This is an optimization exercise on Yosys and OpenROAD, whose aim is small area, not a production implementation.
In this exercise RTL edits were held to simulation tests only and were not proved equivalent to the original.
Power figures rest on the tool's default switching activity, not on a simulated workload.

[flow/run.sh]
#!/bin/bash
# synth_recipe.tcl (not shown) runs the flow's synth.tcl, then flattens the netlist and writes it again
# the make line also repeats each setting of config.mk as NAME=value (left out here)
make -C /OpenROAD-flow-scripts/flow DESIGN_CONFIG=/design/flow/config.mk WORK_HOME=/design/flow/orfs CLKGATE_MAP_FILE= SYNTH_SCRIPT=/design/flow/synth_recipe.tcl finish
[flow/config.mk]
export PLATFORM = sky130hd
export DESIGN_NAME = rv32_register_file
export DESIGN_NICKNAME = rv32_register_file
export VERILOG_FILES = /design/flow/design.v
export SDC_FILE = /design/flow/constraint.sdc
export NUM_CORES = 4
export LEC_CHECK = 0
export CAP_MARGIN = 20
export CORE_MARGIN = 2
export CORE_UTILIZATION = 40
export SLEW_MARGIN = 20
[flow/constraint.sdc]
create_clock -name core_clock -period 6.0 [get_ports {clk}]
set_input_delay 1.2000 -clock core_clock [delete_from_list [all_inputs] [get_ports {clk}]]
set_output_delay 1.2000 -clock core_clock [all_outputs]
set_load 0.01 [all_outputs]
[flow/design.v]
package rv32_regfile_pkg;
    localparam int unsigned DATA_WIDTH = 32;
    localparam int unsigned ADDR_WIDTH = 5;
    localparam int unsigned NUM_REGS   = 2 ** ADDR_WIDTH;
    localparam int unsigned ZERO_REG   = 0;
    typedef logic [ADDR_WIDTH-1:0] reg_addr_t;
    typedef logic [DATA_WIDTH-1:0] reg_data_t;
endpackage
module rv32_regfile_read_port #(
    parameter int unsigned DATA_WIDTH = rv32_regfile_pkg::DATA_WIDTH,
    parameter int unsigned ADDR_WIDTH = rv32_regfile_pkg::ADDR_WIDTH
) (
    input  logic [ADDR_WIDTH-1:0]                            addr,
    input  logic [(1 << ADDR_WIDTH)-1:0][DATA_WIDTH-1:0]     regs,
    output logic [DATA_WIDTH-1:0]                            data
);
    always_comb begin
        data = regs[addr];
        if (addr == ADDR_WIDTH'(rv32_regfile_pkg::ZERO_REG)) begin
            data = '0;
        end
    end
endmodule
module rv32_register_file #(
    parameter int unsigned DATA_WIDTH = rv32_regfile_pkg::DATA_WIDTH,
    parameter int unsigned ADDR_WIDTH = rv32_regfile_pkg::ADDR_WIDTH
) (
    input  logic                  clk,
    input  logic                  reset,
    input  logic [ADDR_WIDTH-1:0] r1Address,
    input  logic [ADDR_WIDTH-1:0] r2Address,
    output logic [DATA_WIDTH-1:0] r1Data,
    output logic [DATA_WIDTH-1:0] r2Data,
    input  logic                  writeRegister,
    input  logic [ADDR_WIDTH-1:0] writeAddress,
    input  logic [DATA_WIDTH-1:0] writeData
);
    localparam int unsigned NumRegs = 1 << ADDR_WIDTH;
    logic [NumRegs-1:0][DATA_WIDTH-1:0] regs;
    assign regs[rv32_regfile_pkg::ZERO_REG] = '0;
    for (genvar i = 1; i < NumRegs; i++) begin : g_regs
        logic [DATA_WIDTH-1:0] data_q;
        always_ff @(posedge clk or posedge reset) begin
            if (reset) begin
                data_q <= '0;
            end else if (writeRegister && (writeAddress == ADDR_WIDTH'(i))) begin
                data_q <= writeData;
            end
        end
        assign regs[i] = data_q;
    end
    rv32_regfile_read_port #(
        .DATA_WIDTH (DATA_WIDTH),
        .ADDR_WIDTH (ADDR_WIDTH)
    ) u_read_port1 (
        .addr       (r1Address),
        .regs       (regs),
        .data       (r1Data)
    );
    rv32_regfile_read_port #(
        .DATA_WIDTH (DATA_WIDTH),
        .ADDR_WIDTH (ADDR_WIDTH)
    ) u_read_port2 (
        .addr       (r2Address),
        .regs       (regs),
        .data       (r2Data)
    );
endmodule
==> impl_metrics.yaml <==
pwr:
  p_per_area_mw_per_mm2: 330.5
  p_leak_uw: 0.02681
  p_sw_uw: 5622
  swShare: 0.2828
  p_clk_frac: 0.346
  intPower_uw: 14260
  ir_worst_vdd_mv: 0.2452
  combPwrFrac: 0.203
  seq_power_share: 0.450
route:
  first_pass_iters: 6
  wl_um: 175400
  ant_nets: 0
  post_drt_wl_per_cell_um: 29.96
  drt_iter0_markers: 2974
  via_per_inst: 6.230
  drc_errors: 0
  vias: 36465
placed_design:
  hpwl_um: 101900
  port_buffers: 113
  pre_cts_ws_ns: 0.5362
  routabilityCongestion: 0.8200
floorplanning:
  die_w_um: 369.2
  ios: 114
  die_h_um: 369.2
  core-area_mm2: 0.1320
  dieArea_mm2: 0.1363
  rows: 133
  start_util: 0.4043
cts:
  cts_buffers: 114
  ctsResizeCount: 0
  ctsHoldBuffers: 0
  worstSkewPairLatency_ns: 0.71
  post-cts-setup-buffers: 0
  cts_sinks: 992
  clkTransAtPathRegs_ns: 0.06
  clockBufferDepth: 3
  cts_tree: "yes"
  htreeDepth: 3
  clockRootBuffer: "clkbuf_16"
worst_setup_path:
  ff2ff_setup_slack_ns: 5.20
  reg2reg_depth: 1
  worstSetupPathType: "in -> out"
  path_cells: "clkdlybuf4s50_1 > and3b_2 > buf_4 > a22oi_1 > a31oi_1 > nor3_1 > buf_4 > clkdlybuf4s50_1"
  cp_max_fo: 22
  r2r-end: "g_regs[11].data_q[23]"
  arrival_ns: 4.30
  worstPathRequired_ns: 4.80
  worst_path_max_delay_cell: "clkdlybuf4s50_1"
  reg2reg_from: "g_regs[11].data_q[23]"
  cp_slowest_stage_delay_ns: 0.69
  cp-end-kind: "output port"
  start_kind: "input pin"
global_route:
  overflow: 0
  grt_antenna_before_repair: 5
  track_usage: 0.2556
  grt_max_degree: 138
  grt_pass1_wl_um: 258200
  first_global_vias: 36915
finish:
  largest_reg_flops: 992
  insertedDiodeCount: 0
  area_delta_synth_final_pct: 12.78
  top_regs: "g_regs.data_q x992"
  fillers: 11836
  post-route-util: 0.4559
  fin_nets: 4054
  largest_register: "g_regs.data_q"
  layout-drive-gt1-share: 0.3868
sta:
  slew_headroom: 0.2163
  fmax_ghz: 0.1819
  slew_viol_final: 0
  fin_crit_ns: 5.496
  setup_violations: 0
  setup_ws_ns: 0.5039
  finalHoldViolations: 0
  worstMarginPinSlew_ns: 1.173
  holdWs_ns: 0.5126
  finalClockSkew_ns: 0
  setup-tns-final_ns: 0
  fin_crit_sh: 0.9160
  grt_setup_unrepaired: "false"
yosys:
  synth.cell_area_mm2: 0.05335
  synth_fa_ha_area_frac: 0
  synth_top_family_by_area: "multiplexers"
  synth_compound_area_frac: 0.06745
  ys.flop_type: "dfrtp_1"
  yosys.area.top_type: "dfrtp_1"
  seq_area_frac_synth: 0.4653
  synth.area.mux_share: 0.3971
  yosys.cell_count.top_type: "mux2_2"
  yosys-top-cells-area: "dfrtp_1, mux2_2, mux2i_1"
  synthCells: 4055
  ys_types: 37
  synthSimpleGateAreaFrac: 0.03009
  synth_fp_nets: 4105
  synth_top_area_share: 0.4653
  synthXorXnorAreaFrac: 0
  synthTopCellsByCount: "mux2_2, dfrtp_1, mux2i_1, o22ai_1, clkbuf_1"
  ys_seq_elements: 992
  yosys_warnings: 2
  async_flop_share: 1.000
  avgSynthCellArea_um2: 13.16
  synth_edf_count: 0
min_path:
  hold_end: "g_regs[12].data_q[11]"
  hp-start: "g_regs[12].data_q[11]"
  worstHoldPathCells: 1
  hold_class: "reg -> reg"
flow_run:
  drv_cap: 0
run_status:
  status: "no timing/DRC/antenna violations"
[routing by layer]
metal	up-vias	wire (um)	part of all wire	track usage
met5	-	37	0.00021	0
met3	345	13150	0.075	0.05468
met1	19407	78920	0.45	0.3673
met4	6	6293	0.036	0.08736
met2	1324	76980	0.44	0.3810
li1	15383	-	-	-
[critical path, delay by kind of cell]
kind	cells	cell delay, ns
and+or+nand+nor	2	1.00
AOI/OAI and AO/OA	2	0.34
buffers and inverters	4	1.75
[through the flow]
step                      cells  instance area (um2)  total power (uW)
after global placement     5642                56530             12950
after global routing       5853                60170             20790
final                      5853                60170             19880
after floorplan            4055                53350             11870
after CTS                  5852                60230             19990
after detailed placement   5642                56530             13080
[how the worst max path moves through the flow]
stage | cells after the start | endpoint | from | slack [ns]
CTS | 8 | r1Data[5] | r1Address[4] | 0.52
finish | 8 | r1Data[5] | r1Address[4] | 0.50
global route | 7 | r1Data[14] | r1Address[1] | 0.42
floorplan | 1 | g_regs[10].data_q[0] | reset | -8.87
detailed placement | 8 | r1Data[5] | r1Address[4] | 0.54
global placement | 8 | r1Data[5] | r1Address[4] | 0.54
[final cells by class]
type | instances | area, um2 | area share
multi-input combinational | 2631 | 26680 | 0.4434
clock buffer | 180 | 3482 | 0.05788
inverter | 1 | 7.507 | 0.0001248
sequential | 992 | 24820 | 0.4126
tap | 1755 | 2196 | 0.03650
clock inverter | 30 | 216.5 | 0.003598
timing repair buffer | 264 | 2763 | 0.04592
[power by group through the flow]
stage | clock network (uW) | logic, uW | registers, uW
final | 6890 | 4040 | 8960
after global routing | 7290 | 4360 | 9150
after CTS | 7000 | 4050 | 8940
after detailed placement | 0 | 4040 | 9050
after global placement | 0 | 3960 | 8990
after floorplan | 0 | 3070 | 8800
[logic make-up after synthesis]
| group | after synthesis |
|---|---|
| compound gates | 512 |
| buf+inv | 432 |
| flops | 992 |
| mux | 1823 |
| simple gates | 296 |
[cell usage in the layout, fill, tap and decap left out, drive strengths merged, types with 25 or more instances in the layout]
cell           instances
nor3                 162
mux4                 129
clkinv                25
nor2b                 39
nor4                  32
clkbuf               180
a22oi                 64
dfrtp                992
a211oi                34
a31oi                 31
a221o                 63
a22o                  31
clkdlybuf4s50         91
mux2i                638
mux2                1056
o22ai                256
a21oi                 32
buf                  173

separate check: timing with driven ports:
Ports are ideal in the flow. The routed layout listed here was re-timed in OpenROAD. Step 1 (the two cells are an assumption about what drives the block):
set clk [get_ports {clk}]
set_driving_cell -lib_cell sky130_fd_sc_hd__clkbuf_16 $clk
set_driving_cell -lib_cell sky130_fd_sc_hd__buf_2 [delete_from_list [all_inputs] $clk]
Step 2 also shifts input and output timing later by t, the mid clock arrival at the registers, as if the neighbouring blocks saw the same clock. Three values: ideal, step 1, step 2; two values: the first two.
t, ns: 0.782
setup WS [ns]: 0.504 / 0.475 / 0.475
slew at the worst register clock pin (ns): 0.06 / 0.06
worst slew at a driven data input, ns: 0.14
cell pins on the clock port's net: 1
After both steps this run still meets setup and hold. The setup slack of this run moves by -0.029 ns with the drivers and by -0.029 ns with both steps.
